What follows belongs to an exercise in optimizing a design on an open flow for small area; a production flow would make more cautious choices. The RTL was checked by simulation tests, not by an equivalence proof against the original design. Power and IR drop assume default switching activity.

`design/flow/design.v`:
```
module inst_buffer #(
  parameter int DEPTH       = 16,
  parameter int FULL_MARGIN = 4
) (
  input  logic        clk,
  input  logic        rst,
  input  logic        flush,
  input  logic        data_ok1,
  input  logic        data_ok2,
  input  logic [31:0] rdata1,
  input  logic [31:0] rdata2,
  input  logic [31:0] raddr1,
  input  logic [31:0] raddr2,
  input  logic [34:0] predict_pkt1,
  input  logic [34:0] predict_pkt2,
  input  logic        dec_stall,
  output logic        instbuffer_full,
  output logic        issue_valid1,
  output logic        issue_valid2,
  output logic [31:0] issue_inst1,
  output logic [31:0] issue_inst2,
  output logic [31:0] issue_addr1,
  output logic [31:0] issue_addr2,
  output logic [34:0] issue_pkt1,
  output logic [34:0] issue_pkt2,
  output logic        overflow_err
);
  localparam int AW = $clog2(DEPTH);
  localparam int CW = AW + 1;
  localparam int HD = DEPTH / 2;
  localparam int W  = 99;
  logic [W-1:0]  bank_e [HD];
  logic [W-1:0]  bank_o [HD];
  logic [AW-1:0] rd_ptr_q, wr_ptr_q;
  logic [CW-1:0] count_q;
  logic          ovf_q;
  logic [1:0]    push_n, acc_n, pop_n;
  logic [CW-1:0] space;
  logic          drop, valid1, valid2, we1, we2;
  logic [AW-1:0] wr_ptr_p1, rd_ptr_p1;
  logic [W-1:0]  in1, in2, wdn_e, wdn_o;
  logic [HD-1:0] sel_e, sel_o, wen_e, wen_o;
  logic [W-1:0]  rd_e, rd_o, out1, out2;
  logic          sel1_e, sel1_o, sel2_e, sel2_o;
  assign in1 = {predict_pkt1, raddr1, rdata1};
  assign in2 = {predict_pkt2, raddr2, rdata2};
  always_comb begin
    push_n    = {1'b0, data_ok1} + {1'b0, data_ok1 & data_ok2};
    space     = CW'(DEPTH) - count_q;
    drop      = {{(CW-2){1'b0}}, push_n} > space;
    acc_n     = drop ? space[1:0] : push_n;
    valid1    = (count_q != '0) & ~dec_stall;
    valid2    = (count_q >= CW'(2)) & ~dec_stall;
    pop_n     = {1'b0, valid1} + {1'b0, valid2};
    wr_ptr_p1 = wr_ptr_q + AW'(1);
    rd_ptr_p1 = rd_ptr_q + AW'(1);
    we1       = ~flush & (acc_n != 2'd0);
    we2       = ~flush & (acc_n == 2'd2);
  end
  always_ff @(posedge clk or negedge rst) begin
    if (!rst) begin
      rd_ptr_q <= '0;
      wr_ptr_q <= '0;
      count_q  <= '0;
      ovf_q    <= 1'b0;
    end else if (flush) begin
      rd_ptr_q <= '0;
      wr_ptr_q <= '0;
      count_q  <= '0;
      ovf_q    <= 1'b0;
    end else begin
      rd_ptr_q <= rd_ptr_q + AW'(pop_n);
      wr_ptr_q <= wr_ptr_q + AW'(acc_n);
      count_q  <= count_q + CW'(acc_n) - CW'(pop_n);
      ovf_q    <= ovf_q | drop;
    end
  end
  for (genvar b = 0; b < W; b++) begin : g_wmux
    ib_mux2i u_we (.a(in1[b]), .b(in2[b]), .s(wr_ptr_q[0]), .y(wdn_e[b]));
    ib_mux2i u_wo (.a(in2[b]), .b(in1[b]), .s(wr_ptr_q[0]), .y(wdn_o[b]));
  end
  always_comb begin
    for (int j = 0; j < HD; j++) begin
      wen_e[j] = (we1 & (wr_ptr_q    == AW'(2*j))) | (we2 & (wr_ptr_p1 == AW'(2*j)));
      wen_o[j] = (we1 & (wr_ptr_q    == AW'(2*j+1))) | (we2 & (wr_ptr_p1 == AW'(2*j+1)));
    end
  end
  always_ff @(posedge clk) begin
    for (int j = 0; j < HD; j++) begin
      if (wen_e[j]) bank_e[j] <= wdn_e;
      if (wen_o[j]) bank_o[j] <= wdn_o;
    end
  end
  always_comb begin
    for (int j = 0; j < HD; j++) begin
      sel_e[j] = ~(rd_ptr_q[0] ? (rd_ptr_p1[AW-1:1] == (AW-1)'(j)) : (rd_ptr_q[AW-1:1] == (AW-1)'(j)));
      sel_o[j] = ~(rd_ptr_q[AW-1:1] == (AW-1)'(j));
    end
    sel1_e = valid1 & ~rd_ptr_q[0];
    sel1_o = valid1 &  rd_ptr_q[0];
    sel2_e = valid2 &  rd_ptr_q[0];
    sel2_o = valid2 & ~rd_ptr_q[0];
  end
  for (genvar b = 0; b < W; b++) begin : g_rd
    logic [3:0] xe, xo;
    for (genvar k = 0; k < HD / 2; k++) begin : g_pair
      ib_oa22n u_e (.a1(sel_e[2*k]), .a2(bank_e[2*k][b]), .b1(sel_e[2*k+1]), .b2(bank_e[2*k+1][b]),
                    .y(xe[k]));
      ib_oa22n u_o (.a1(sel_o[2*k]), .a2(bank_o[2*k][b]), .b1(sel_o[2*k+1]), .b2(bank_o[2*k+1][b]),
                    .y(xo[k]));
    end
    ib_or4   u_e3 (.a(xe[0]), .b(xe[1]), .c(xe[2]), .d(xe[3]), .y(rd_e[b]));
    ib_or4   u_o3 (.a(xo[0]), .b(xo[1]), .c(xo[2]), .d(xo[3]), .y(rd_o[b]));
    ib_ao22  u_s1 (.a1(sel1_e), .a2(rd_e[b]), .b1(sel1_o), .b2(rd_o[b]), .y(out1[b]));
    ib_ao22  u_s2 (.a1(sel2_e), .a2(rd_e[b]), .b1(sel2_o), .b2(rd_o[b]), .y(out2[b]));
  end
  assign issue_valid1    = valid1;
  assign issue_valid2    = valid2;
  assign issue_inst1     = out1[31:0];
  assign issue_addr1     = out1[63:32];
  assign issue_pkt1      = out1[98:64];
  assign issue_inst2     = out2[31:0];
  assign issue_addr2     = out2[63:32];
  assign issue_pkt2      = out2[98:64];
  assign instbuffer_full = (CW'(DEPTH) - count_q) < CW'(FULL_MARGIN);
  assign overflow_err    = ovf_q;
endmodule
module ib_mux2i (input logic a, b, s, output logic y);
  assign y = ~(s ? b : a);
endmodule
module ib_or4 (input logic a, b, c, d, output logic y);
  assign y = a | b | c | d;
endmodule
module ib_oa22n (input logic a1, a2, b1, b2, output logic y);
  assign y = ~((a1 | a2) & (b1 | b2));
endmodule
module ib_ao22 (input logic a1, a2, b1, b2, output logic y);
  assign y = (a1 & a2) | (b1 & b2);
endmodule
```
`design/flow/config.mk`:
```
export PLATFORM = sky130hd
export DESIGN_NAME = inst_buffer
export DESIGN_NICKNAME = inst_buffer
export VERILOG_FILES = /design/flow/design.v
export SDC_FILE = /design/flow/constraint.sdc
export NUM_CORES = 4
export LEC_CHECK = 0
export CAP_MARGIN = 20
export CORE_MARGIN = 2
export CORE_UTILIZATION = 70
export PLACE_DENSITY = 0.75
export SLEW_MARGIN = 20
export SYNTH_HIERARCHICAL = 1
export SYNTH_MINIMUM_KEEP_SIZE = 0
```
`design/flow/flow/run.sh`:
```
#!/bin/bash
# Standard layout, with each port buffered by the smallest buffer cell and
# clock tree synthesis without dummy loads.
set -euo pipefail
cd "$(dirname "$0")/.."
bash standard.sh \
  'BUFFER_PORTS_ARGS=-buffer_cell sky130_fd_sc_hd__buf_1' \
  'CTS_ARGS=-sink_clustering_enable -repair_clock_nets -sink_clustering_size 24 -sink_clustering_max_diameter 45 -buf_list sky130_fd_sc_hd__clkbuf_8 -dont_use_dummy_load' \
  finish > standard_flow.log 2>&1
```
`design/flow/standard.sh`:
```
#!/bin/bash
# synth_recipe.tcl (not shown) runs the flow's synth.tcl, then flattens the netlist and writes it again
# the make line also repeats each setting of config.mk as NAME=value (left out here)
make -C /OpenROAD-flow-scripts/flow DESIGN_CONFIG=/design/flow/config.mk WORK_HOME=/design/flow/orfs CLKGATE_MAP_FILE= SYNTH_SCRIPT=/design/flow/synth_recipe.tcl "${@:-finish}"
```
`design/flow/constraint.sdc`:
```
create_clock -name core_clock -period 6.0 [get_ports {clk}]
set_input_delay 1.2000 -clock core_clock [delete_from_list [all_inputs] [get_ports {clk}]]
set_output_delay 1.2000 -clock core_clock [all_outputs]
set_load 0.01 [all_outputs]
```
==> metrics.yaml, run 1 <==
power:
  ir_drop_uv: 511
  p_per_area_mw_per_mm2: 401
  p_leak_nw: 20.4
floorplan:
  rows: 106
  core-area_sq_mm: 0.0838
  start_util: 0.708
  fp.dieH_um: 295
  ioPinCount: 406
  die_area_sq_mm: 0.0872
  die_width_um: 295
global_route:
  grtUsageMet3: 0.0810
  antenna_found_initial: 10
  grt.total_usage: 0.370
  grt_max_degree: 103
  met2_usage: 0.588
  first_global_vias: 36200
  busiest_layer: "met2"
  grt-ovfl-total: 0
  grt_pass1_wl_mm: 231
  global_route.usage.met1: 0.508
synthesis:
  synth_seq_area_share: 0.807
  async_flop_share: 0.00876
  synth_cell_types: 47
  postSynthCellCount: 3176
  netlist_top_cells_count: "1584 x edfxtp_1, 793 x o22ai_1, 202 x mux2i_1"
  synth_ff_type: "edfxtp_1"
  synth.top_cell.area_share: 0.801
  yosys-top-cells-area: "edfxtp_1 80%, o22ai_1 8.4%, mux2i_1 3.4%, a22o_1 2.9%, or4_1 2.5%"
  yosysMostFrequentCell: "edfxtp_1"
  synth.avg_cell_area_sq_um: 18.7
  ys_warn_count: 11
  ys_ff_latch: 1598
  synth-edff-count: 1584
  synth_area_sq_mm: 0.0594
  yosysTopAreaCell: "edfxtp_1"
worst_setup_path:
  r2r_end: "bank_e[6][30]"
  critical_path.startpoint: "rd_ptr_q[0]"
  cpMaxStageDelayCell: "or4_1"
  r2r_start: "count_q[0]"
  crit_type: "register to output port"
  startpoint_type: "register"
  path_buf_inv: 2
  cp_cell_sequence: "ha_1 -> nand2_1 -> nor2_1 -> nor2_1 -> o22a_1 -> o32a_2 -> buf_12 -> o22ai_1 -> or4_1 -> a22o_1 -> buf_1"
  arrival_ns: 4.64
  path_depth: 11
  cp_max_fo: 41
  timing.critical_path.mode_cell: "nor2_1"
  r2r_cells: 12
  end_kind: "output port"
  critPathRequiredTime_ns: 4.80
  reg2reg_slack_ns: 1.81
  max_stage_delay_ns: 0.65
  crit_family: "compound AO/OA/AOI/OAI gates"
  endpoint: "issue_inst2[19]"
sta:
  setup_ws_ns: 0.156
  hold_viol_final: 0
  final.setup.tns_ns: 0
  worstMarginPinSlew_ns: 1.13
  max_freq_mhz: 171
  relSlewSlack: 0.243
  clock_skew_ns: 0.0973
  rsz0062_at_grt: "false"
  drv_slew: 0
  setup_viol: 0
  fin_crit_sh: 0.974
  fin_crit_ns: 5.84
placed_design:
  dp_slack_ns: 1.04
  numPortBuffers: 405
  dp_hpwl_mm: 91.6
  gp_congestion: 0.843
hold_path:
  min_path_type: "primary input to asynchronous set/reset pin"
drt:
  drtIter0Drc: 4687
  wl_per_cell_um: 32.5
  viasPerCell: 7.45
  final_antenna_net_count: 0
  drc: 0
  firstDrtPassIters: 8
  wl_mm: 161
  vias: 36900
cts:
  hold_buffers: 0
  cts_buffer_depth: 3
  cts_made_buffers: 137
  cts_tree: "done"
  clk_pin_slew_worst_paths_ns: 0.07
  h-tree-depth: 4
  clkSinkCount: 1598
  cts-root-buf: "clkbuf_8"
  post_cts_buffers: 0
  post_cts_resized: 0
  clock_latency_ns: 0.85
final_layout:
  fill_cells: 4441
  area_growth_syn_to_layout_pct: 11.2
  nets: 4045
  drive_above_1_share: 0.0762
run_status:
  status: "complete, no violations"
run:
  maxCapViolations: 0
per-layer routing:
metal,share of wire,vias up
met5,0.00058,-
met4,0.038,14
met3,0.13,434
met2,0.48,2908
met1,0.35,18400
li1,-,15200
worst reg2reg max path, delay by kind of cell, from the launching register on:
family | cells | cell delay [ns]
fa+ha+maj | 2 | 0.64
compound gates | 3 | 1.25
simple gates | 1 | 0.18
flops | 1 | 0.49
buf+inv | 5 | 0.93
mux | 1 | 0.36
report_power, final:
group	switching [W]	internal [W]
clock network	0.00313	0.00204
logic	0.00525	0.00251
registers	0.000230	0.0133
how the worst min path moves through the flow:
stage	slack, ns	to	cells after the start
after floorplan	0.54	ovf_q	2
after global placement	0.48	ovf_q	2
after detailed placement	0.48	ovf_q	2
after CTS	0.49	rd_ptr_q[0]	1
after global routing	0.54	count_q[4]	1
final	0.50	count_q[4]	1
metrics by stage:
stage / hold WS, ns / power (W) / cell area [sq um] / cells / util
after floorplan: 0.535 / 0.0184 / 59600 / 3176 / -
after global placement: 0.482 / 0.0211 / 64100 / 4807 / 0.764
after detailed placement: 0.485 / 0.0214 / 64100 / 4812 / 0.765
after CTS: 0.485 / 0.0264 / 66000 / 4949 / 0.788
after global routing: 0.545 / 0.0273 / 66000 / 4954 / 0.788
final: 0.497 / 0.0265 / 66100 / 4957 / 0.788
modules after synthesis, one instance, submodules excluded:
module       cells  cell area [sq um]  times used
ib_mux2i         1               10.0         198
inst_buffer   1790              49200           1
ib_or4           1               7.51         198
ib_ao22          1               8.76         198
ib_oa22n         1               6.26         792
logic make-up (layout without fill, tap and decap cells):
group	Yosys count	in the layout	share of synthesized area
DFF	1598	1598	0.807
AOI/OAI and AO/OA	1031	1031	0.118
and+or+nand+nor	284	284	0.0323
muxes	204	204	0.0344
buffers and inverters	28	669	0.00209
adders and majority gates	22	22	0.00514
xor gates and xnor gates	9	9	0.00133
other	0	6	0
final cells by class:
class / instances / area [sq um] / share of cell area
well taps: 1134 / 1420 / 0.0215
diodes: 6 / 15.0 / 0.000227
inverters: 17 / 63.8 / 0.000966
clock buffers: 137 / 1890 / 0.0285
flip-flops and latches: 1598 / 47900 / 0.725
repair buffers: 515 / 3040 / 0.0460
multi-input cells: 1550 / 11700 / 0.177
flip-flops by register name (all words and copies together) (netlist names):
register and count:
bank_e 792, bank_o 792, count_q 5, rd_ptr_q 4, wr_ptr_q 4, ovf_q 1
placed cells by master, fill, tap and decap left out, types with 5 or more instances in the layout:
| cell | count |
|---|---|
| edfxtp_1 | 1584 |
| clkbuf_8 | 137 |
| dfrtp_1 | 13 |
| xnor2_1 | 7 |
| nor2b_1 | 9 |
| inv_1 | 15 |
| mux2i_1 | 202 |
| ha_1 | 18 |
| a22o_1 | 198 |
| nand3_1 | 6 |
| nor2_1 | 21 |
| buf_4 | 50 |
| o22ai_1 | 793 |
| nand2_1 | 12 |
| nand2b_1 | 5 |
| a21oi_1 | 8 |
| buf_12 | 53 |
| nor3_4 | 9 |
| or4_1 | 198 |
| buf_1 | 406 |
| diode_2 | 6 |
==> run 2: changes to the inputs <==
--- a/design/flow/config.mk
+++ b/design/flow/config.mk
@@ -6,9 +6,9 @@
 export NUM_CORES = 4
 export LEC_CHECK = 0
-export CAP_MARGIN = 20
+export CAP_MARGIN = 0
 export CORE_MARGIN = 2
 export CORE_UTILIZATION = 70
 export PLACE_DENSITY = 0.75
-export SLEW_MARGIN = 20
+export SLEW_MARGIN = 0
 export SYNTH_HIERARCHICAL = 1
 export SYNTH_MINIMUM_KEEP_SIZE = 0
==> run 2 against run 1 <==
Synthesized area unchanged. Critical path depth is the same. Sequential cell count did not move. Global-route usage barely moved. Largest power group unchanged.
==> metrics.yaml, run 2 <==
sta:
  worstMarginPinSlew_ns: 1.33
  fin_crit_ns: 5.82
  setup_viol: 0
  drv_slew: 0
  hold_ws_ns: 0.479
  rsz0062_at_grt: "false"
  clock_skew_ns: 0.0940
  hold_viol_final: 0
  fin_crit_sh: 0.970
  final.setup.tns_ns: 0
  relSlewSlack: 0.109
  max_freq_mhz: 172
power:
  total_power_w: 0.0265
  p_leak_nw: 20.4
  p_switching_w: 0.00864
  comb_power_share: 0.293
  ir_drop_uv: 507
  p_int_w: 0.0179
  p_sw_frac: 0.326
  p_per_area_mw_per_mm2: 402
  power_frac_clock: 0.196
  pwr-share-seq: 0.511
worst_setup_path:
  crit_type: "register to output port"
  arrival_ns: 4.62
  critical_path.startpoint: "rd_ptr_q[0]"
  r2r_start: "count_q[0]"
  end_kind: "output port"
  crit_family: "compound AO/OA/AOI/OAI gates"
  path_buf_inv: 2
  cp_max_fo: 41
  cpMaxStageDelayCell: "or4_1"
  critPathRequiredTime_ns: 4.80
  startpoint_type: "register"
  timing.critical_path.mode_cell: "nor2_1"
  cp_cell_sequence: "ha_1 -> nand2_1 -> nor2_1 -> nor2_1 -> o22a_1 -> o32a_2 -> buf_12 -> o22ai_1 -> or4_1 -> a22o_1 -> buf_1"
  max_stage_delay_ns: 0.65
synthesis:
  synth_area_sq_mm: 0.0594
  yosysTopAreaCell: "edfxtp_1"
  synthAdderAreaFrac: 0.00514
  async_flop_share: 0.00876
  synth_seq_area_share: 0.807
  synth-compound-area-share: 0.118
  yosysMostFrequentCell: "edfxtp_1"
  synth_mux_area_frac: 0.0344
  netlist_top_cells_count: "1584 x edfxtp_1, 793 x o22ai_1, 202 x mux2i_1"
  yosys-top-cells-area: "edfxtp_1 80%, o22ai_1 8.4%, mux2i_1 3.4%, a22o_1 2.9%, or4_1 2.5%"
  synth_ff_type: "edfxtp_1"
  postSynthCellCount: 3176
  synth_top_family_by_area: "compound AO/OA/AOI/OAI gates"
  ys_warn_count: 11
  synth.avg_cell_area_sq_um: 18.7
  ys_ff_latch: 1598
  synth-edff-count: 1584
  synth.top_cell.area_share: 0.801
  synth_cell_types: 47
  yosys.area_share.simple: 0.0323
  synthXorXnorAreaFrac: 0.00133
drt:
  wl_per_cell_um: 32.6
  drtIter0Drc: 4714
  wl_mm: 161
  firstDrtPassIters: 5
  vias: 37000
  drc: 0
  final_antenna_net_count: 0
  viasPerCell: 7.47
final_layout:
  final_cells: 4952
  area_growth_syn_to_layout_pct: 11.2
  utilization: 0.788
  final_cell_mix: "1584 x edfxtp_1, 793 x o22ai_1, 405 x buf_1"
  drive_above_1_share: 0.0755
  fill_cells: 4473
  largestRegisters: "bank_e: 792 flops, bank_o: 792 flops, count_q: 5 flops"
  nets: 4041
  final_common_cell: "edfxtp_1"
cts:
  hold_buffers: 0
  clk_pin_slew_worst_paths_ns: 0.07
  post_cts_buffers: 0
  cts_buffer_depth: 3
  cts_made_buffers: 138
  clock_latency_ns: 0.86
  cts-root-buf: "clkbuf_8"
  clkSinkCount: 1598
  cts_tree: "done"
  h-tree-depth: 4
  post_cts_resized: 0
global_route:
  first_global_vias: 36300
  grt.total_usage: 0.370
  grt_pass1_wl_mm: 231
  grt_max_degree: 103
  antenna_found_initial: 12
  grt-ovfl-total: 0
placed_design:
  dp.cells: 4808
  gp_congestion: 0.843
  numPortBuffers: 405
  dp_hpwl_mm: 91.3
run:
  maxCapViolations: 0
floorplan:
  die_width_um: 295
  fp.dieH_um: 295
  start_util: 0.708
  core-area_sq_mm: 0.0838
  ioPinCount: 406
  die_area_sq_mm: 0.0872
  rows: 106
hold_path:
  min_path_type: "primary input to asynchronous set/reset pin"
run_status:
  status: "complete, no violations"
[run 2: through the flow]
step                setup slack, ns  area, sq um
floorplan                     -1.10        59600
global route                 0.0390        66000
detailed placement             1.06        64100
global placement               1.04        64100
finish                        0.181        66000
CTS                           0.194        66000
[run 2: worst register-to-register path, delay by kind of cell (launching register included)]
kind	cells	cell delay [ns]
flops	1	0.50
fa+ha+maj	2	0.65
simple gates	2	1.29
mux	1	0.38
buf+inv	3	0.59
compound gates	2	0.52
[run 2: Yosys stat by module (local to each module, per instance)]
module | area, sq um | flip-flops and latches
inst_buffer | 49200 | 1598
ib_oa22n | 6.26 | 0
ib_or4 | 7.51 | 0
ib_mux2i | 10.0 | 0
ib_ao22 | 8.76 | 0
[run 2: routing by layer]
layer / track usage / share of wire / routed length [um]
met1: 0.508 / 0.35 / 55800
met2: 0.587 / 0.48 / 77500
met3: 0.0792 / 0.13 / 21500
met4: 0.156 / 0.040 / 6390
met5: 0 / 0.00068 / 110
[run 2: final timing paths]
check	endpoint	slack, ns	cells after the start
min in group core_clock	ovf_q	0.52	2
worst max register to register	bank_e[5][27]	1.69	10
worst min-delay path	ovf_q	0.48	1
worst min register to register	ovf_q	0.52	2
max in group asynchronous	wr_ptr_q[0]	4.89	1
worst max-delay path	issue_inst1[19]	0.18	11
[run 2: cell type report]
type / instances / area [sq um] / area share
clock buffer: 138 / 1900 / 0.0288
multi-input combinational: 1550 / 11700 / 0.177
tap: 1134 / 1420 / 0.0215
timing repair buffer: 510 / 3000 / 0.0454
inverter: 17 / 63.8 / 0.000967
antenna: 5 / 12.5 / 0.000190
sequential: 1598 / 47900 / 0.726
[run 2: power groups by stage]
stage,clock network (W),registers [W],logic [W]
after floorplan,0,0.0139,0.00449
after global placement,0,0.0138,0.00735
after detailed placement,0,0.0138,0.00758
after CTS,0.00525,0.0136,0.00761
after global routing,0.00560,0.0136,0.00814
final,0.00520,0.0136,0.00777
[run 2: logic make-up after synthesis]
family	count (synthesis)
buffers and inverters	28
adders and majority gates	22
DFF	1598
muxes	204
xor gates and xnor gates	9
and+or+nand+nor	284
AOI/OAI and AO/OA	1031
==> run 3: changes to the inputs <==
--- a/design/flow/design.v
+++ b/design/flow/design.v
@@ -35,4 +35,5 @@
   logic [CW-1:0] count_q;
   logic          ovf_q;
+  assign wr_ptr_q = rd_ptr_q + count_q[AW-1:0];
   logic [1:0]    push_n, acc_n, pop_n;
   logic [CW-1:0] space;
@@ -61,15 +62,12 @@
     if (!rst) begin
       rd_ptr_q <= '0;
-      wr_ptr_q <= '0;
       count_q  <= '0;
       ovf_q    <= 1'b0;
     end else if (flush) begin
       rd_ptr_q <= '0;
-      wr_ptr_q <= '0;
       count_q  <= '0;
       ovf_q    <= 1'b0;
     end else begin
       rd_ptr_q <= rd_ptr_q + AW'(pop_n);
-      wr_ptr_q <= wr_ptr_q + AW'(acc_n);
       count_q  <= count_q + CW'(acc_n) - CW'(pop_n);
       ovf_q    <= ovf_q | drop;
@@ -80,8 +78,14 @@
     ib_mux2i u_wo (.a(in2[b]), .b(in1[b]), .s(wr_ptr_q[0]), .y(wdn_o[b]));
   end
+  logic [AW-2:0] wrow_e, wrow_o;
+  logic          wbe, wbo;
   always_comb begin
+    wrow_o = wr_ptr_q[AW-1:1];
+    wrow_e = wr_ptr_p1[AW-1:1];
+    wbe    = wr_ptr_q[0] ? we2 : we1;
+    wbo    = wr_ptr_q[0] ? we1 : we2;
     for (int j = 0; j < HD; j++) begin
-      wen_e[j] = (we1 & (wr_ptr_q    == AW'(2*j))) | (we2 & (wr_ptr_p1 == AW'(2*j)));
-      wen_o[j] = (we1 & (wr_ptr_q    == AW'(2*j+1))) | (we2 & (wr_ptr_p1 == AW'(2*j+1)));
+      wen_e[j] = wbe & (wrow_e == (AW-1)'(j));
+      wen_o[j] = wbo & (wrow_o == (AW-1)'(j));
     end
   end
--- a/design/flow/config.mk
+++ b/design/flow/config.mk
@@ -6,9 +6,9 @@
 export NUM_CORES = 4
 export LEC_CHECK = 0
-export CAP_MARGIN = 0
+export CAP_MARGIN = 20
 export CORE_MARGIN = 2
 export CORE_UTILIZATION = 70
 export PLACE_DENSITY = 0.75
-export SLEW_MARGIN = 0
+export SLEW_MARGIN = 20
 export SYNTH_HIERARCHICAL = 1
 export SYNTH_MINIMUM_KEEP_SIZE = 0
==> run 3 against run 2 <==
Hold slack lost 0.084 ns. Sequential share of layout area barely moved. Core utilization shrank 0.16 points. Critical path type unchanged. Non-clock buffer count fell by 13. Clock skew is 0.0098 ns higher. Clock-buffer cell count increased by 2. Sequential power grew 14%. Synthesized cell count about the same. Sequential cell count down 4. Combinational power up 36%. Power is 18% higher.
==> metrics.yaml, run 3 <==
drt:
  drc: 0
  met2_length_mm: 79.0
  drtIter0Drc: 4768
  met1_length_mm: 56.1
  wl_per_cell_um: 33.1
  wl_met3_mm: 22.2
  wl_mm: 164
  final_antenna_net_count: 0
  viasPerCell: 7.50
  vias: 37100
  firstDrtPassIters: 8
  dr.max_layer_used: "met5"
cts:
  hold_buffers: 0
  clock_latency_ns: 0.85
  cts_buffer_depth: 3
  clkSinkCount: 1594
  post_cts_buffers: 0
  clk_pin_slew_worst_paths_ns: 0.09
  cts-root-buf: "clkbuf_8"
  post_cts_resized: 0
  h-tree-depth: 4
  cts_tree: "done"
  cts_made_buffers: 140
worst_setup_path:
  cp_max_fo: 17
  startpoint_type: "register"
  r2r_cells: 10
  arrival_ns: 4.61
  crit_type: "register to output port"
  critPathRequiredTime_ns: 4.80
  end_kind: "output port"
final_layout:
  final_common_cell: "edfxtp_1"
  fill_cells: 4608
  nets: 4034
  final_cell_area_sq_mm: 0.0659
  largestRegisters: "bank_e: 792 flops, bank_o: 792 flops, count_q: 5 flops"
  final_cells: 4950
  final_cell_mix: "1584 x edfxtp_1, 796 x o22ai_1, 405 x buf_1"
  area_growth_syn_to_layout_pct: 11.0
  drive_above_1_share: 0.0728
synthesis:
  ys_ff_latch: 1594
  yosysTopAreaCell: "edfxtp_1"
  synth_seq_area_share: 0.806
  yosys-top-cells-area: "edfxtp_1 80%, o22ai_1 8.4%, mux2i_1 3.4%, a22o_1 2.9%, or4_1 2.5%"
  yosysMostFrequentCell: "edfxtp_1"
  synth_cell_types: 47
  synth.top_cell.area_share: 0.802
  ys_warn_count: 11
  synth_area_sq_mm: 0.0593
  synth.avg_cell_area_sq_um: 18.7
  synth-edff-count: 1584
  synth_ff_type: "edfxtp_1"
  postSynthCellCount: 3175
  async_flop_share: 0.00627
  netlist_top_cells_count: "1584 x edfxtp_1, 796 x o22ai_1, 199 x mux2i_1"
global_route:
  grt-ovfl-total: 0
  first_global_vias: 35900
  grt_max_degree: 107
  grt_pass1_wl_mm: 233
  grt.total_usage: 0.375
  antenna_found_initial: 15
sta:
  setup_viol: 0
  relSlewSlack: 0.270
  worstMarginPinSlew_ns: 1.09
  fin_crit_ns: 5.81
  final.setup.tns_ns: 0
  hold_viol_final: 0
  max_freq_mhz: 172
  hold_ws_ns: 0.395
  drv_slew: 0
  clock_skew_ns: 0.104
  fin_crit_sh: 0.968
  rsz0062_at_grt: "false"
placed_design:
  numPortBuffers: 405
  place_area_sq_mm: 0.0639
  dp.cells: 4797
  gp_congestion: 0.829
  dp_hpwl_mm: 89.5
power:
  p_leak_nw: 20.7
  ir_drop_uv: 579
  p_per_area_mw_per_mm2: 476
  total_power_w: 0.0314
run_status:
  status: "complete, no violations"
floorplan:
  fp.dieH_um: 295
  die_area_sq_mm: 0.0871
  start_util: 0.708
  core-area_sq_mm: 0.0838
  die_width_um: 295
  rows: 106
  ioPinCount: 406
hold_path:
  min_path_type: "primary input to asynchronous set/reset pin"
run:
  maxCapViolations: 0
[run 3: power by group]
part           switching [W]  leakage [nW]  internal, W
Combinational        0.00742          5.29      0.00318
Sequential          0.000354          14.4       0.0152
Clock                0.00312          1.01      0.00208
[run 3: logic make-up after synthesis]
group,synth area share
xor gates and xnor gates,0.00198
and+or+nand+nor,0.0325
adders and majority gates,0.00578
buffers and inverters,0.00202
DFF,0.806
muxes,0.0342
AOI/OAI and AO/OA,0.118
[run 3: layout make-up]
cell class,instances,area [sq um],share of cell area
diodes,13,32.5,0.000494
well taps,1134,1420,0.0215
flip-flops and latches,1594,47800,0.726
clock buffers,140,1930,0.0292
inverters,18,67.6,0.00103
multi-input cells,1554,11800,0.179
repair buffers,497,2850,0.0432
[run 3: worst paths after layout]
path                             start        endpoint  slack [ns]
setup / recovery           rd_ptr_q[0]  issue_inst1[7]        0.19
hold / removal                     rst     rd_ptr_q[1]        0.39
setup reg to reg           rd_ptr_q[1]   bank_e[7][94]        1.40
hold reg to reg                  ovf_q           ovf_q        0.52
max in group asynchronous          rst     rd_ptr_q[0]        5.08
min in group core_clock          ovf_q           ovf_q        0.52
[run 3: through the flow]
stage / worst slack, ns / utilization
finish: 0.190 / 0.786
global route: 0.0474 / 0.786
CTS: 0.194 / 0.786
detailed placement: 1.01 / 0.763
global placement: 1.13 / 0.763
floorplan: -0.875 / -
[run 3: critical path: stages (launching register included)]
cell     delay (ns)
dfrtp_2        0.64
ha_1           0.48
o21ai_0        0.14
a32oi_1        0.23
nor2_1         0.10
a41oi_4        0.74
buf_4          0.31
o22ai_1        0.08
or4_1          0.72
a22o_1         0.27
buf_1          0.13
[run 3: layer usage]
| layer | track usage | vias up |
|---|---|---|
| met1 | 0.521 | 18500 |
| met5 | 0 | - |
| li1 | - | 15100 |
| met2 | 0.596 | 3034 |
| met3 | 0.0754 | 455 |
| met4 | 0.156 | 10 |
[run 3: per-module statistics from Yosys, one instance, submodules excluded]
module       copies in the design  area, sq um
inst_buffer                     1        49200
ib_mux2i                      198         10.0
ib_ao22                       198         8.76
ib_or4                        198         7.51
ib_oa22n                      792         6.26
==> run 4: changes to the inputs <==
==> design/flow/flow/run.sh (replaced) <==
#!/bin/bash
# Standard layout, with each port buffered by the smallest buffer cell and
# clock tree synthesis without dummy loads.
set -euo pipefail
cd "$(dirname "$0")/.."
bash standard.sh \
  'BUFFER_PORTS_ARGS=-buffer_cell sky130_fd_sc_hd__buf_1' \
  'CTS_ARGS=-sink_clustering_enable -repair_clock_nets -sink_clustering_size 20 -sink_clustering_max_diameter 60 -buf_list sky130_fd_sc_hd__clkbuf_8 -dont_use_dummy_load' \
  finish > standard_flow.log 2>&1
==> run 4 against run 3 <==
First-iteration DRC count fell by 4.3%. Maximum frequency grew 1.1%. Synthesized cell count stayed put. Die area did not move. Highest routed layer unchanged. Final cell count is 0.81% lower. Critical path type unchanged. Global-route usage shrank 0.15 points. Worst setup slack better by 0.066 ns. Critical path depth is the same.
==> metrics.yaml, run 4 <==
power:
  p_per_area_mw_per_mm2: 469
  p_leak_nw: 20.4
  ir_drop_uv: 582
global_route:
  met2_usage: 0.599
  busiest_layer: "met2"
  grt.total_usage: 0.374
  antenna_found_initial: 15
  first_global_vias: 35700
  grtUsageMet3: 0.0713
  grt-ovfl-total: 0
  grt_pass1_wl_mm: 233
  global_route.usage.met1: 0.523
  grt_max_degree: 107
cts:
  cts_buffer_depth: 3
  cts_made_buffers: 99
  post_cts_buffers: 0
  clkSinkCount: 1594
  h-tree-depth: 3
  clock_latency_ns: 0.76
  hold_buffers: 0
  clk_pin_slew_worst_paths_ns: 0.10
  post_cts_resized: 0
  cts_tree: "done"
  cts-root-buf: "clkbuf_8"
final_layout:
  final_cell_mix: "1584 x edfxtp_1, 796 x o22ai_1, 405 x buf_1"
  area_growth_syn_to_layout_pct: 10.1
  nets: 3993
  drive_above_1_share: 0.0627
  final_cells: 4910
  largestRegisters: "bank_e: 792 flops, bank_o: 792 flops, count_q: 5 flops"
  final_common_cell: "edfxtp_1"
synthesis:
  netlist_top_cells_count: "1584 x edfxtp_1, 796 x o22ai_1, 199 x mux2i_1"
  synth_cell_types: 47
  synth-edff-count: 1584
  yosys-top-cells-area: "edfxtp_1 80%, o22ai_1 8.4%, mux2i_1 3.4%, a22o_1 2.9%, or4_1 2.5%"
  synth.top_cell.area_share: 0.802
  ys_ff_latch: 1594
  yosysTopAreaCell: "edfxtp_1"
  yosysMostFrequentCell: "edfxtp_1"
  postSynthCellCount: 3175
  synth_seq_area_share: 0.806
  synth_ff_type: "edfxtp_1"
  async_flop_share: 0.00627
  synth.avg_cell_area_sq_um: 18.7
  synth_area_sq_mm: 0.0593
  ys_warn_count: 11
sta:
  drv_slew: 0
  final.setup.tns_ns: 0
  hold_viol_final: 0
  worstMarginPinSlew_ns: 1.07
  setup_viol: 0
  fin_crit_ns: 5.74
  rsz0062_at_grt: "false"
  hold_ws_ns: 0.475
  relSlewSlack: 0.285
  fin_crit_sh: 0.957
  max_freq_mhz: 174
  clock_skew_ns: 0.113
placed_design:
  gp_congestion: 0.829
  dp.cells: 4797
  dp_hpwl_mm: 89.5
  numPortBuffers: 405
worst_setup_path:
  end_kind: "output port"
  arrival_ns: 4.54
  r2r_start: "rd_ptr_q[1]"
  r2r_cells: 10
  startpoint_type: "register"
  critPathRequiredTime_ns: 4.80
  cp_max_fo: 17
  r2r_end: "bank_e[7][94]"
  reg2reg_slack_ns: 1.44
  crit_type: "register to output port"
drt:
  vias: 36900
  drtIter0Drc: 4564
  wl_mm: 164
  drc: 0
  firstDrtPassIters: 7
  wl_per_cell_um: 33.4
  viasPerCell: 7.52
  final_antenna_net_count: 0
run:
  maxCapViolations: 0
floorplan:
  ioPinCount: 406
  start_util: 0.708
  fp.dieH_um: 295
  core-area_sq_mm: 0.0838
  die_area_sq_mm: 0.0871
  rows: 106
  die_width_um: 295
run_status:
  status: "complete, no violations"
hold_path:
  min_path_type: "primary input to asynchronous set/reset pin"
## run 4: logic make-up (layout without fill, tap and decap cells)
logic type | Yosys count | in the layout | synth area share
DFF | 1594 | 1594 | 0.806
AOI/OAI and AO/OA | 1031 | 1031 | 0.118
buffers and inverters | 27 | 614 | 0.00202
xor gates and xnor gates | 11 | 11 | 0.00198
adders and majority gates | 25 | 25 | 0.00578
muxes | 202 | 202 | 0.0342
and+or+nand+nor | 285 | 285 | 0.0325
other | 0 | 14 | 0
## run 4: modules after synthesis (local to each module, per instance)
module | area, sq um | cells inside
inst_buffer | 49200 | 1789
ib_mux2i | 10.0 | 1
ib_ao22 | 8.76 | 1
ib_or4 | 7.51 | 1
ib_oa22n | 6.26 | 1
## run 4: where the power goes
part | internal [W] | total [W] | switching (W)
registers | 0.0152 | 0.0155 | 0.000355
clock network | 0.00148 | 0.00448 | 0.00300
logic | 0.00318 | 0.0106 | 0.00742
total | 0.0198 | 0.0306 | 0.0108
## run 4: worst max path at each step
stage | from | to | slack (ns) | cells after the start
floorplan | count_q[0] | bank_o[2][0] | -0.87 | 4
global placement | rd_ptr_q[0] | issue_addr1[10] | 1.13 | 10
detailed placement | rd_ptr_q[0] | issue_addr1[10] | 1.01 | 10
global route | rd_ptr_q[0] | issue_addr2[28] | 0.07 | 10
CTS | rd_ptr_q[0] | issue_addr1[10] | 0.26 | 10
finish | rd_ptr_q[0] | issue_inst2[7] | 0.26 | 10
## run 4: layout make-up
class	instances	area, sq um
inverter	18	67.6
timing repair buffer	497	2850
antenna	14	35.0
tap	1134	1420
sequential	1594	47800
multi-input combinational	1554	11800
fill	4658	18500
clock buffer	99	1360
## run 4: critical path, stage by stage (launching register included)
cell     delay [ns]
dfrtp_2        0.65
ha_1           0.47
o21ai_0        0.13
a32oi_1        0.23
nor2_1         0.10
a41oi_4        0.74
buf_4          0.31
o22ai_1        0.08
or4_1          0.72
a22o_1         0.28
buf_1          0.13
## run 4: per-layer routing
layer	wire length, um	share of wire
met3	21700	0.13
met5	33	0.00020
met2	79400	0.48
met1	56400	0.34
met4	6360	0.039
## run 4: through the flow
stage               instance area, sq um  setup WS (ns)  total power [W]  utilization
finish                             65300          0.256           0.0306        0.779
global route                       65300         0.0727           0.0316        0.779
CTS                                65300          0.259           0.0304        0.779
detailed placement                 63900           1.01           0.0261        0.763
global placement                   63900           1.13           0.0258        0.763
floorplan                          59600         -0.875           0.0220            -
==> run 5: changes to the inputs <==
--- a/design/flow/config.mk
+++ b/design/flow/config.mk
@@ -9,4 +9,5 @@
 export CORE_MARGIN = 2
 export CORE_UTILIZATION = 70
+export GPL_TIMING_DRIVEN = 0
 export PLACE_DENSITY = 0.75
 export SLEW_MARGIN = 20
==> run 5 against run 4 <==
Maximum frequency decreased by 2.5%. Via count increased by 2.9%. Hold slack worse by 0.051 ns. Critical path type unchanged. Clock power barely moved. Critical path depth increased by 2. Routed wire length grew 3.3%. Synthesized area did not move. Global-route usage grew 1.3 points. Worst setup slack got worse by 0.15 ns. Clock-buffer cell count did not move. Largest cell class unchanged. Die area did not move.
==> metrics.yaml, run 5 <==
final_layout:
  multi_input_area_sq_mm: 0.0118
  final_cell_mix: "1584 x edfxtp_1, 796 x o22ai_1, 406 x buf_1"
  fill_cells: 4237
  final-seq-area_sq_mm: 0.0478
  nets: 4159
  drive_above_1_share: 0.102
  largestRegisters: "bank_e: 792 flops, bank_o: 792 flops, count_q: 5 flops"
  area_growth_syn_to_layout_pct: 15.3
  final_common_cell: "edfxtp_1"
  final_cells: 5074
  final_cell_area_sq_mm: 0.0684
drt:
  wl_mm: 169
  met2_length_mm: 79.9
  drtIter0Drc: 5303
  wl_per_cell_um: 33.4
  viasPerCell: 7.49
  firstDrtPassIters: 6
  vias: 38000
  drc: 0
  final_antenna_net_count: 0
  met1_length_mm: 58.5
  dr.max_layer_used: "met5"
  wl_met3_mm: 23.2
worst_setup_path:
  cp_max_fo: 18
  arrival_ns: 4.69
  cpMaxStageDelayCell: "or4_1"
  crit_type: "register to output port"
  end_kind: "output port"
  max_stage_delay_ns: 0.67
  startpoint_type: "register"
  critPathRequiredTime_ns: 4.80
  cp_cell_sequence: "buf_2 -> inv_1 -> clkbuf_1 -> o21ai_0 -> a2bb2oi_4 -> buf_16 -> buf_8 -> buf_16 -> o22ai_1 -> or4_1 -> a22o_1 -> buf_1"
  crit_family: "buffers and inverters"
  timing.critical_path.mode_cell: "buf_16"
  path_buf_inv: 7
  reg2reg_slack_ns: 1.38
synthesis:
  synth_cell_types: 47
  synth-edff-count: 1584
  netlist_top_cells_count: "1584 x edfxtp_1, 796 x o22ai_1, 199 x mux2i_1"
  async_flop_share: 0.00627
  synth_ff_type: "edfxtp_1"
  yosysMostFrequentCell: "edfxtp_1"
  yosys-top-cells-area: "edfxtp_1 80%, o22ai_1 8.4%, mux2i_1 3.4%, a22o_1 2.9%, or4_1 2.5%"
  synth_seq_area_share: 0.806
  yosysTopAreaCell: "edfxtp_1"
  synth.top_cell.area_share: 0.802
  synth_area_sq_mm: 0.0593
  ys_warn_count: 11
  ys_ff_latch: 1594
  synth.avg_cell_area_sq_um: 18.7
  postSynthCellCount: 3175
floorplan:
  die_area_sq_mm: 0.0871
  ioPinCount: 406
  die_width_um: 295
  start_util: 0.708
  rows: 106
  fp.dieH_um: 295
  core-area_sq_mm: 0.0838
sta:
  setup_viol: 0
  drv_slew: 0
  max_freq_mhz: 170
  rsz0062_at_grt: "false"
  worstMarginPinSlew_ns: 1.10
  final.setup.tns_ns: 0
  relSlewSlack: 0.264
  clock_skew_ns: 0.0744
  fin_crit_ns: 5.89
  fin_crit_sh: 0.982
  hold_viol_final: 0
global_route:
  grt_max_degree: 46
  antenna_found_initial: 17
  grt-ovfl-total: 0
  grt_pass1_wl_mm: 241
  grt.total_usage: 0.387
  first_global_vias: 37800
placed_design:
  gp_congestion: 0.780
  place_area_sq_mm: 0.0670
  numPortBuffers: 405
  dp.cells: 4959
  dp_hpwl_mm: 114
power:
  p_switching_w: 0.0111
  pwr-share-seq: 0.487
  p_int_w: 0.0207
  ir_drop_uv: 521
  p_leak_nw: 21.9
  power_frac_clock: 0.141
  p_per_area_mw_per_mm2: 465
  p_sw_frac: 0.350
  comb_power_share: 0.371
cts:
  cts-root-buf: "clkbuf_8"
  clock_latency_ns: 0.80
  cts_buffer_depth: 3
  clkSinkCount: 1594
  h-tree-depth: 3
  cts_made_buffers: 99
  clk_pin_slew_worst_paths_ns: 0.07
  cts_tree: "done"
run:
  maxCapViolations: 0
hold_path:
  min_path_type: "primary input to asynchronous set/reset pin"
run_status:
  status: "complete, no violations"
## run 5: cell counts after synthesis
No cell type changed its count.
## run 5: worst paths after layout
check,end,from,cells past startpoint
setup / recovery,issue_inst1[3],rd_ptr_q[3],12
hold / removal,count_q[1],rst,1
setup reg to reg,bank_o[6][24],count_q[1],14
hold reg to reg,ovf_q,ovf_q,2
max in group asynchronous,count_q[0],rst,1
min in group core_clock,ovf_q,ovf_q,2
## run 5: cell type report
class                      instances  share of cell area
timing repair buffer             655              0.0860
clock buffer                      99              0.0199
inverter                          18            0.000988
tap                             1134              0.0207
buffer                             8            0.000732
multi-input combinational       1554               0.172
sequential                      1594               0.699
antenna                           12            0.000439
## run 5: cell families (layout without fill, tap and decap cells)
kind of cell               count (synthesis)  after routing  synth area share
AOI/OAI and AO/OA                       1031           1031             0.118
xor gates and xnor gates                  11             11           0.00198
adders and majority gates                 25             25           0.00578
buffers and inverters                     27            780           0.00202
DFF                                     1594           1594             0.806
muxes                                    202            202            0.0342
other                                      0             12                 0
and+or+nand+nor                          285            285            0.0325
## run 5: metrics by stage
step	power, W	hold WS, ns	utilization	setup slack, ns
after floorplan	0.0220	0.543	-	-0.875
after global placement	0.0257	0.501	0.746	-5.55
after detailed placement	0.0273	0.513	0.799	0.522
after CTS	0.0316	0.405	0.816	0.0504
after global routing	0.0327	0.447	0.816	0.0400
final	0.0318	0.424	0.816	0.108
## run 5: repair_timing
action                                  in CTS  in global routing
hold buffers                                 0                  0
gates resized for setup                      0                  3
endpoints found under the setup margin     106                 81
setup buffers                                5                  0
pin swaps                                    1                  0
## run 5: power groups by stage
| stage | Clock (W) | Combinational (W) | Sequential, W |
|---|---|---|---|
| 2_1_floorplan | 0 | 0.00626 | 0.0158 |
| 3_3_place_gp | 0 | 0.00977 | 0.0160 |
| 3_5_place_dp | 0 | 0.0115 | 0.0158 |
| 4_1_cts | 0.00451 | 0.0115 | 0.0155 |
| 5_1_grt | 0.00485 | 0.0123 | 0.0156 |
| 6_report | 0.00449 | 0.0118 | 0.0155 |
## run 5: Yosys stat by module, one instance, submodules excluded
module / cell area (sq um) / cells / flip-flops and latches
ib_ao22: 8.76 / 1 / 0
ib_oa22n: 6.26 / 1 / 0
ib_mux2i: 10.0 / 1 / 0
ib_or4: 7.51 / 1 / 0
inst_buffer: 49200 / 1789 / 1594
## run 5: per-layer routing
| layer | vias up | track usage |
|---|---|---|
| met5 | - | 0 |
| met4 | 14 | 0.177 |
| met3 | 574 | 0.0885 |
| met2 | 3180 | 0.603 |
| met1 | 18900 | 0.533 |
| li1 | 15400 | - |
==> run 6: changes to the inputs <==
==> design/flow/flow/run.sh (replaced) <==
#!/bin/bash
# Standard layout, with each port buffered by the smallest buffer cell and
# clock tree synthesis without dummy loads.
set -euo pipefail
cd "$(dirname "$0")/.."
bash standard.sh \
  'BUFFER_PORTS_ARGS=-buffer_cell sky130_fd_sc_hd__buf_1' \
  'CTS_ARGS=-sink_clustering_enable -repair_clock_nets -sink_clustering_size 20 -sink_clustering_max_diameter 55 -buf_list sky130_fd_sc_hd__clkbuf_8 -dont_use_dummy_load' \
  RECOVER_POWER=100 \
  finish > standard_flow.log 2>&1
--- a/design/flow/config.mk
+++ b/design/flow/config.mk
@@ -9,5 +9,4 @@
 export CORE_MARGIN = 2
 export CORE_UTILIZATION = 70
-export GPL_TIMING_DRIVEN = 0
 export PLACE_DENSITY = 0.75
 export SLEW_MARGIN = 20
==> run 6 against run 5 <==
The layout now fails its checks (capacitance limit, slew limit). Clock skew is 0.030 ns higher. Routed wire length shrank 3.3%. Via count decreased by 2.8%. Non-clock buffer count fell by 166. Final cell count fell by 3.0%. Hold slack better by 0.0093 ns. Final area down 5.0%. Clock-buffer cell count increased by 12. Core utilization fell by 4.1 points. Critical path type unchanged. Largest power group unchanged.
==> metrics.yaml, run 6 <==
run_status:
  status: "complete, but fails checks"
  violations: "capacitance limit, slew limit"
synthesis:
  yosysTopAreaCell: "edfxtp_1"
  yosysMostFrequentCell: "edfxtp_1"
  synth_seq_area_share: 0.806
  postSynthCellCount: 3175
  synth_area_sq_mm: 0.0593
  async_flop_share: 0.00627
  synth_ff_type: "edfxtp_1"
  netlist_top_cells_count: "1584 x edfxtp_1, 796 x o22ai_1, 199 x mux2i_1"
  synth-edff-count: 1584
  yosys-top-cells-area: "edfxtp_1 80%, o22ai_1 8.4%, mux2i_1 3.4%, a22o_1 2.9%, or4_1 2.5%"
  synth.avg_cell_area_sq_um: 18.7
  synth_cell_types: 47
  ys_ff_latch: 1594
  ys_warn_count: 11
  synth.top_cell.area_share: 0.802
worst_setup_path:
  max_stage_delay_ns: 0.73
  cpMaxStageDelayCell: "a41oi_4"
  cp_max_fo: 17
  r2r_cells: 10
  cp_cell_sequence: "ha_1 -> o21ai_0 -> a32oi_1 -> nor2_1 -> a41oi_4 -> buf_4 -> o22ai_1 -> or4_1 -> a22o_1 -> buf_1"
  startpoint_type: "register"
  arrival_ns: 4.58
  critPathRequiredTime_ns: 4.80
  crit_type: "register to output port"
  end_kind: "output port"
hold_path:
  min_path_type: "primary input to asynchronous set/reset pin"
final_layout:
  final_common_cell: "edfxtp_1"
  fill_cells: 4716
  final_cell_mix: "1584 x edfxtp_1, 796 x o22ai_1, 404 x buf_1"
  area_growth_syn_to_layout_pct: 9.47
  final-seq-area_sq_mm: 0.0478
  largestRegisters: "bank_e: 792 flops, bank_o: 792 flops, count_q: 5 flops"
  multi_input_area_sq_mm: 0.0116
  drive_above_1_share: 0.0594
  nets: 4005
sta:
  setup_ws_ns: 0.216
  clock_skew_ns: 0.104
  drv_slew: 1370
  fin_crit_sh: 0.964
  relSlewSlack: -0.529
  rsz0062_at_grt: "false"
  worstMarginPinSlew_ns: 2.29
  hold_ws_ns: 0.434
  max_freq_mhz: 173
  setup_viol: 0
  hold_viol_final: 0
  fin_crit_ns: 5.78
drt:
  final_antenna_net_count: 0
  wl_mm: 164
  drtIter0Drc: 4917
  viasPerCell: 7.51
  firstDrtPassIters: 6
  vias: 36900
  drc: 0
  wl_per_cell_um: 33.3
global_route:
  grt-ovfl-total: 0
  antenna_found_initial: 16
  grt_pass1_wl_mm: 232
  grt.total_usage: 0.373
  grt_max_degree: 107
  first_global_vias: 35900
cts:
  post_cts_buffers: 0
  hold_buffers: 0
  cts_made_buffers: 111
  post_cts_resized: 0
  cts-root-buf: "clkbuf_8"
  clk_pin_slew_worst_paths_ns: 0.10
  cts_buffer_depth: 3
  cts_tree: "done"
  h-tree-depth: 3
  clock_latency_ns: 0.80
  clkSinkCount: 1594
floorplan:
  rows: 106
  die_width_um: 295
  ioPinCount: 406
  fp.dieH_um: 295
  start_util: 0.708
  die_area_sq_mm: 0.0871
  core-area_sq_mm: 0.0838
placed_design:
  gp_congestion: 0.829
  dp_hpwl_mm: 89.5
  numPortBuffers: 405
  dp_slack_ns: 1.01
power:
  ir_drop_uv: 558
  p_per_area_mw_per_mm2: 474
  p_leak_nw: 20.4
run:
  maxCapViolations: 27
[run 6: changes by cell type in the layout (fill, tap and decap cells not counted), sizes merged]
cell,before,now
diode,12,13
buf,658,458
clkbuf,104,150
[run 6: final timing paths]
check                             from               to  slack (ns)
setup / recovery           rd_ptr_q[0]  issue_addr1[10]        0.22
hold / removal                     rst      rd_ptr_q[1]        0.43
setup reg to reg           rd_ptr_q[1]     bank_e[3][9]        0.25
hold reg to reg                  ovf_q            ovf_q        0.53
max in group asynchronous          rst      rd_ptr_q[0]        5.07
min in group core_clock          ovf_q            ovf_q        0.53
[run 6: Yosys stat by module (local to each module, per instance)]
module	flip-flops and latches	times used	cell area, sq um
ib_ao22	0	198	8.76
ib_oa22n	0	792	6.26
ib_or4	0	198	7.51
inst_buffer	1594	1	49200
ib_mux2i	0	198	10.0
[run 6: logic make-up (layout without fill, tap and decap cells)]
group           Yosys count  in the layout  share of synthesized area
mux                     202            202                     0.0342
fa+ha+maj                25             25                    0.00578
flops                  1594           1594                      0.806
buf+inv                  27            626                    0.00202
other cells               0             13                          0
compound gates         1031           1031                      0.118
xor+xnor                 11             11                    0.00198
simple gates            285            285                     0.0325
[run 6: power breakdown]
part	switching, W	internal (W)
logic	0.00733	0.00312
registers	0.000355	0.0153
clock network	0.00304	0.00165
[run 6: final cells by class]
class,count,share of cell area
flip-flops and latches,1594,0.736
multi-input cells,1554,0.179
repair buffers,497,0.0380
clock buffers,111,0.0235
well taps,1134,0.0218
inverters,18,0.00104
diodes,13,0.000501
[run 6: critical path, delay by kind of cell, from the launching register on]
family,cells,cell delay (ns)
AOI/OAI and AO/OA,5,1.46
and+or+nand+nor,2,0.82
DFF,1,0.64
adders and majority gates,1,0.48
buffers and inverters,2,0.43
[run 6: per-layer routing]
layer  GRT usage  vias up  part of all wire  routed length, um
li1            -    15100                 -                  -
met1       0.522    18400              0.34              56300
met2       0.597     3005              0.48              79000
met3      0.0725      436              0.14              22300
met4       0.141       10             0.038               6180
met5           0        -           0.00035                 57
[run 6: through the flow]
step                      cell area [sq um]  std cells  power, W  TNS [ns]  utilization
final                                 65000       4921    0.0308         0        0.775
after global routing                  64900       4919    0.0317         0        0.775
after CTS                             65500       4908    0.0306         0        0.781
after detailed placement              63900       4797    0.0261         0        0.763
after global placement                63900       4797    0.0258         0        0.763
after floorplan                       59600       3175    0.0220   -542.21            -
==> run 7: changes to the inputs <==
--- a/design/flow/flow/run.sh
+++ b/design/flow/flow/run.sh
@@ -7,4 +7,4 @@
   'BUFFER_PORTS_ARGS=-buffer_cell sky130_fd_sc_hd__buf_1' \
   'CTS_ARGS=-sink_clustering_enable -repair_clock_nets -sink_clustering_size 20 -sink_clustering_max_diameter 55 -buf_list sky130_fd_sc_hd__clkbuf_8 -dont_use_dummy_load' \
-  RECOVER_POWER=100 \
+  RECOVER_POWER=100 REMOVE_ABC_BUFFERS=1 \
   finish > standard_flow.log 2>&1
==> run 7 against run 6 <==
The layout still fails its checks (capacitance limit, slew limit). Maximum frequency grew 0.31%. Clock power grew 2%. Non-clock buffer count shrank 1.
==> metrics.yaml, run 7 <==
run_status:
  status: "complete, but fails checks"
  violations: "capacitance limit, slew limit"
drt:
  viasPerCell: 7.48
  met1_length_mm: 57.1
  drtIter0Drc: 4811
  final_antenna_net_count: 0
  dr.max_layer_used: "met5"
  wl_per_cell_um: 32.7
  wl_mm: 161
  drc: 0
  vias: 36900
  met2_length_mm: 78.1
  firstDrtPassIters: 5
  wl_met3_mm: 21.0
synthesis:
  yosysTopAreaCell: "edfxtp_1"
  synth.top_cell.area_share: 0.802
  synth.avg_cell_area_sq_um: 18.7
  synth_ff_type: "edfxtp_1"
  yosysMostFrequentCell: "edfxtp_1"
  ys_ff_latch: 1594
  synth-edff-count: 1584
  yosys-top-cells-area: "edfxtp_1 80%, o22ai_1 8.4%, mux2i_1 3.4%, a22o_1 2.9%, or4_1 2.5%"
  async_flop_share: 0.00627
  netlist_top_cells_count: "1584 x edfxtp_1, 796 x o22ai_1, 199 x mux2i_1"
  synth_area_sq_mm: 0.0593
  postSynthCellCount: 3175
  synth_cell_types: 47
  ys_warn_count: 11
  synth_seq_area_share: 0.806
floorplan:
  start_util: 0.708
  die_area_sq_mm: 0.0871
  ioPinCount: 406
  core-area_sq_mm: 0.0838
  rows: 106
  fp.dieH_um: 295
  die_width_um: 295
power:
  p_leak_nw: 20.4
  ir_drop_uv: 654
  p_per_area_mw_per_mm2: 474
worst_setup_path:
  end_kind: "register"
  startpoint_type: "register"
  arrival_ns: 6.11
  cp_max_fo: 43
  crit_type: "register to register"
  critPathRequiredTime_ns: 6.34
final_layout:
  utilization: 0.777
  drive_above_1_share: 0.0591
  final_cell_mix: "1584 x edfxtp_1, 796 x o22ai_1, 403 x buf_1"
  final_common_cell: "edfxtp_1"
  nets: 4007
  area_growth_syn_to_layout_pct: 9.72
  largestRegisters: "bank_e: 792 flops, bank_o: 792 flops, count_q: 5 flops"
cts:
  clock_latency_ns: 0.82
  clk_pin_slew_worst_paths_ns: 0.06
  cts_made_buffers: 114
  cts_tree: "done"
  post_cts_resized: 0
  post_cts_buffers: 0
  cts-root-buf: "clkbuf_8"
  cts_buffer_depth: 3
  h-tree-depth: 3
  hold_buffers: 0
  clkSinkCount: 1594
placed_design:
  numPortBuffers: 405
  dp_hpwl_mm: 88.7
  gp_congestion: 0.804
hold_path:
  min_path_type: "primary input to asynchronous set/reset pin"
sta:
  final.setup.tns_ns: 0
  setup_viol: 0
  fin_crit_ns: 5.77
  clock_skew_ns: 0.0978
  worstMarginPinSlew_ns: 3.40
  hold_ws_ns: 0.418
  relSlewSlack: -1.27
  rsz0062_at_grt: "false"
  hold_viol_final: 0
  drv_slew: 1358
  max_freq_mhz: 173
  fin_crit_sh: 0.961
global_route:
  grt_pass1_wl_mm: 232
  grt.total_usage: 0.371
  grt_max_degree: 111
  grt-ovfl-total: 0
  first_global_vias: 36000
  antenna_found_initial: 21
run:
  maxCapViolations: 25
[run 7: through the flow]
stage	std cells	setup slack (ns)	power, W	cell area [sq um]
after floorplan	3166	-11.58	0.0213	59300
after global placement	4796	1.32	0.0256	63900
after detailed placement	4796	1.23	0.0261	63900
after CTS	4910	0.392	0.0307	65500
after global routing	4919	0.150	0.0318	65100
final	4929	0.234	0.0309	65100
[run 7: area by class of cell]
cell class / count / area [sq um]
multi-input cells: 1554 / 11600
well taps: 1134 / 1420
inverters: 18 / 67.6
fillers: 4712 / 18700
flip-flops and latches: 1594 / 47800
clock buffers: 114 / 1570
repair buffers: 496 / 2550
diodes: 19 / 47.5
[run 7: power breakdown]
group          leakage, nW  switching (W)  internal (W)
clock network        0.820        0.00308       0.00169
registers             14.4       0.000334        0.0153
logic                 5.17        0.00727       0.00318
[run 7: worst paths after layout]
path	startpoint	slack [ns]	end	cells past startpoint
min in group core_clock	ovf_q	0.52	ovf_q	2
max in group asynchronous	rst	5.20	count_q[1]	1
hold reg to reg	ovf_q	0.52	ovf_q	2
setup / recovery	count_q[0]	0.23	bank_e[0][15]	10
setup reg to reg	count_q[0]	0.23	bank_e[0][15]	10
hold / removal	rst	0.42	count_q[2]	1
[run 7: worst max-delay path, cell delays in order (launching register included)]
cell       delay [ns]
dfrtp_1          0.55
inv_1            0.15
ha_1             0.34
inv_1            0.06
ha_1             0.28
nor2b_1          0.12
o22ai_1          0.10
a2111oi_0        0.60
a32oi_1          0.49
nor2_1           1.54
clkbuf_4         1.08
[run 7: kinds of logic (layout without fill, tap and decap cells)]
kind of cell | Yosys count | in the layout | share of synthesized area
muxes | 202 | 202 | 0.0342
and+or+nand+nor | 285 | 285 | 0.0325
other | 0 | 19 | 0
DFF | 1594 | 1594 | 0.806
AOI/OAI and AO/OA | 1031 | 1031 | 0.118
adders and majority gates | 25 | 25 | 0.00578
buffers and inverters | 27 | 628 | 0.00202
xor gates and xnor gates | 11 | 11 | 0.00198
[run 7: metal layers]
layer  GRT usage  up-vias
met2       0.591     2821
met5           0        -
met1       0.519    18600
met4       0.146       14
li1            -    15100
met3      0.0703      337
[run 7: Yosys stat by module, one instance, submodules excluded]
| module | flops+latches | cell area, sq um | cells | times used |
|---|---|---|---|---|
| inst_buffer | 1594 | 49200 | 1789 | 1 |
| ib_oa22n | 0 | 6.26 | 1 | 792 |
| ib_or4 | 0 | 7.51 | 1 | 198 |
| ib_ao22 | 0 | 8.76 | 1 | 198 |
| ib_mux2i | 0 | 10.0 | 1 | 198 |
==> run 8: changes to the inputs <==
--- a/design/flow/flow/run.sh
+++ b/design/flow/flow/run.sh
@@ -7,4 +7,3 @@
   'BUFFER_PORTS_ARGS=-buffer_cell sky130_fd_sc_hd__buf_1' \
   'CTS_ARGS=-sink_clustering_enable -repair_clock_nets -sink_clustering_size 20 -sink_clustering_max_diameter 55 -buf_list sky130_fd_sc_hd__clkbuf_8 -dont_use_dummy_load' \
-  RECOVER_POWER=100 REMOVE_ABC_BUFFERS=1 \
   finish > standard_flow.log 2>&1
==> run 8 against run 7 <==
Critical path depth unchanged. Clock skew grew 0.011 ns. Die area did not move. Largest cell class unchanged. Sequential share of layout area shrank 0.43 points. Via count rose by 0.77%. Final cell count decreased by 0.16%. Now clean on timing, DRC and antenna. Highest routed layer unchanged. Power hardly changed.
==> metrics.yaml, run 8 <==
drt:
  final_antenna_net_count: 0
  dr.max_layer_used: "met5"
  wl_met3_mm: 22.1
  vias: 37100
  met1_length_mm: 56.2
  firstDrtPassIters: 7
  drc: 0
  viasPerCell: 7.55
  met2_length_mm: 79.2
  wl_per_cell_um: 33.3
  wl_mm: 164
  drtIter0Drc: 5101
final_layout:
  drive_above_1_share: 0.0657
  utilization: 0.781
  nets: 4005
  area_growth_syn_to_layout_pct: 10.4
  largestRegisters: "bank_e: 792 flops, bank_o: 792 flops, count_q: 5 flops"
  final_cell_mix: "1584 x edfxtp_1, 796 x o22ai_1, 405 x buf_1"
  final_common_cell: "edfxtp_1"
  final_cells: 4921
sta:
  clock_skew_ns: 0.108
  relSlewSlack: 0.260
  fin_crit_ns: 5.81
  rsz0062_at_grt: "false"
  max_freq_mhz: 172
  drv_slew: 0
  setup_viol: 0
  worstMarginPinSlew_ns: 1.08
  hold_viol_final: 0
  fin_crit_sh: 0.969
synthesis:
  synth-edff-count: 1584
  synth_cell_types: 47
  yosys-top-cells-area: "edfxtp_1 80%, o22ai_1 8.4%, mux2i_1 3.4%, a22o_1 2.9%, or4_1 2.5%"
  postSynthCellCount: 3175
  synth.avg_cell_area_sq_um: 18.7
  synth.top_cell.area_share: 0.802
  synth_ff_type: "edfxtp_1"
  ys_ff_latch: 1594
  yosysTopAreaCell: "edfxtp_1"
  async_flop_share: 0.00627
  yosysMostFrequentCell: "edfxtp_1"
  ys_warn_count: 11
  synth_area_sq_mm: 0.0593
  netlist_top_cells_count: "1584 x edfxtp_1, 796 x o22ai_1, 199 x mux2i_1"
  synth_seq_area_share: 0.806
global_route:
  grt_pass1_wl_mm: 232
  grt_max_degree: 107
  grt.total_usage: 0.373
  first_global_vias: 35900
  grt-ovfl-total: 0
  antenna_found_initial: 16
cts:
  post_cts_resized: 0
  cts-root-buf: "clkbuf_8"
  clkSinkCount: 1594
  clock_latency_ns: 0.80
  cts_tree: "done"
  clk_pin_slew_worst_paths_ns: 0.10
  cts_buffer_depth: 3
  cts_made_buffers: 111
  post_cts_buffers: 0
  h-tree-depth: 3
  hold_buffers: 0
worst_setup_path:
  crit_family: "compound AO/OA/AOI/OAI gates"
  critPathRequiredTime_ns: 4.80
  crit_type: "register to output port"
  arrival_ns: 4.61
  max_stage_delay_ns: 0.74
  cpMaxStageDelayCell: "a41oi_4"
  cp_max_fo: 17
  cp_cell_sequence: "ha_1 -> o21ai_0 -> a32oi_1 -> nor2_1 -> a41oi_4 -> buf_4 -> o22ai_1 -> or4_1 -> a22o_1 -> buf_1"
  startpoint_type: "register"
  end_kind: "output port"
  path_buf_inv: 2
floorplan:
  core-area_sq_mm: 0.0838
  rows: 106
  die_width_um: 295
  die_area_sq_mm: 0.0871
  ioPinCount: 406
  fp.dieH_um: 295
  start_util: 0.708
hold_path:
  min_path_type: "primary input to asynchronous set/reset pin"
placed_design:
  numPortBuffers: 405
  gp_congestion: 0.829
  dp_hpwl_mm: 89.5
  dp.cells: 4797
power:
  p_leak_nw: 20.5
  p_per_area_mw_per_mm2: 471
  total_power_w: 0.0309
  ir_drop_uv: 578
run_status:
  status: "complete, no violations"
run:
  maxCapViolations: 0
-- run 8: through the flow --
step	setup slack (ns)	instance area [sq um]	setup TNS, ns	hold WS (ns)
CTS	0.249	65500	0	0.417
global placement	1.13	63900	0	0.501
finish	0.187	65500	0	0.435
global route	0.0612	65500	0	0.457
floorplan	-0.875	59600	-542.21	0.543
detailed placement	1.01	63900	0	0.519
-- run 8: logic make-up after synthesis --
family | count (synthesis) | share of synthesized area
compound gates | 1031 | 0.118
flops | 1594 | 0.806
simple gates | 285 | 0.0325
xor+xnor | 11 | 0.00198
fa+ha+maj | 25 | 0.00578
mux | 202 | 0.0342
buf+inv | 27 | 0.00202
-- run 8: area by class of cell --
| cell class | instances | area, sq um |
|---|---|---|
| inverters | 18 | 67.6 |
| repair buffers | 497 | 2850 |
| diodes | 13 | 32.5 |
| multi-input cells | 1554 | 11800 |
| fillers | 4637 | 18300 |
| well taps | 1134 | 1420 |
| flip-flops and latches | 1594 | 47800 |
| clock buffers | 111 | 1530 |
-- run 8: path summary, 6_finish.rpt --
path | startpoint | endpoint | slack, ns | cells after the start
min in group core_clock | ovf_q | ovf_q | 0.53 | 2
hold reg to reg | ovf_q | ovf_q | 0.53 | 2
setup / recovery | rd_ptr_q[0] | issue_addr1[10] | 0.19 | 10
hold / removal | rst | rd_ptr_q[1] | 0.43 | 1
setup reg to reg | rd_ptr_q[1] | bank_e[7][94] | 1.43 | 10
max in group asynchronous | rst | rd_ptr_q[0] | 5.08 | 1
-- run 8: power by group --
| part | leakage, nW | switching, W | internal (W) | total [W] |
|---|---|---|---|---|
| Combinational | 5.29 | 0.00744 | 0.00318 | 0.0106 |
| Clock | 0.798 | 0.00305 | 0.00165 | 0.00469 |
| Sequential | 14.4 | 0.000356 | 0.0152 | 0.0155 |
| Total | 20.5 | 0.0108 | 0.0200 | 0.0309 |
-- run 8: routing by layer --
metal | GRT usage | up-vias
met5 | 0 | -
met2 | 0.597 | 3031
met4 | 0.141 | 10
met1 | 0.522 | 18600
li1 | - | 15100
met3 | 0.0725 | 471
-- run 8: modules after synthesis (local to each module, per instance) --
module,times used,flops+latches
ib_ao22,198,0
ib_mux2i,198,0
ib_oa22n,792,0
ib_or4,198,0
inst_buffer,1,1594

-- port drivers added, routing unchanged --
No port has a modelled driver above. Below, the same layouts with a new extraction and two added sets of constraints.
Step 1, drivers: a clkbuf_16 drives clk and a buf_2 each remaining input, both assumed.
Step 2, shift: input delay + t, output delay - t, t = (earliest + latest rising clock arrival at the registers) / 2. This alone moves slack from input paths to output paths.
Slacks: ideal ports / drivers / drivers and shift; pairs: ideal ports / drivers.
run	t, ns	slack for setup (ns)	hold slack, ns
run 1	0.869	0.156 / 0.087 / 0.956	0.497 / 0.457 / 0.497
run 2	0.861	0.181 / 0.114 / 0.974	0.479 / 0.438 / 0.516
run 3	0.869	0.190 / 0.117 / 0.986	0.395 / 0.345 / 0.521
run 4	0.777	0.256 / 0.185 / 0.963	0.475 / 0.428 / 0.528
run 5	0.815	0.108 / 0.041 / 0.856	0.424 / 0.386 / 0.523
run 6	0.814	0.216 / 0.146 / -0.038	0.434 / 0.386 / 0.526
run 7	0.835	0.234 / 0.234 / -0.238	0.418 / 0.377 / 0.524
run 8	0.812	0.187 / 0.117 / 0.930	0.435 / 0.388 / 0.527
For run 7, which loses most, drivers alone change the setup slack by 0.000 ns; drivers and shift together by -0.472 ns.
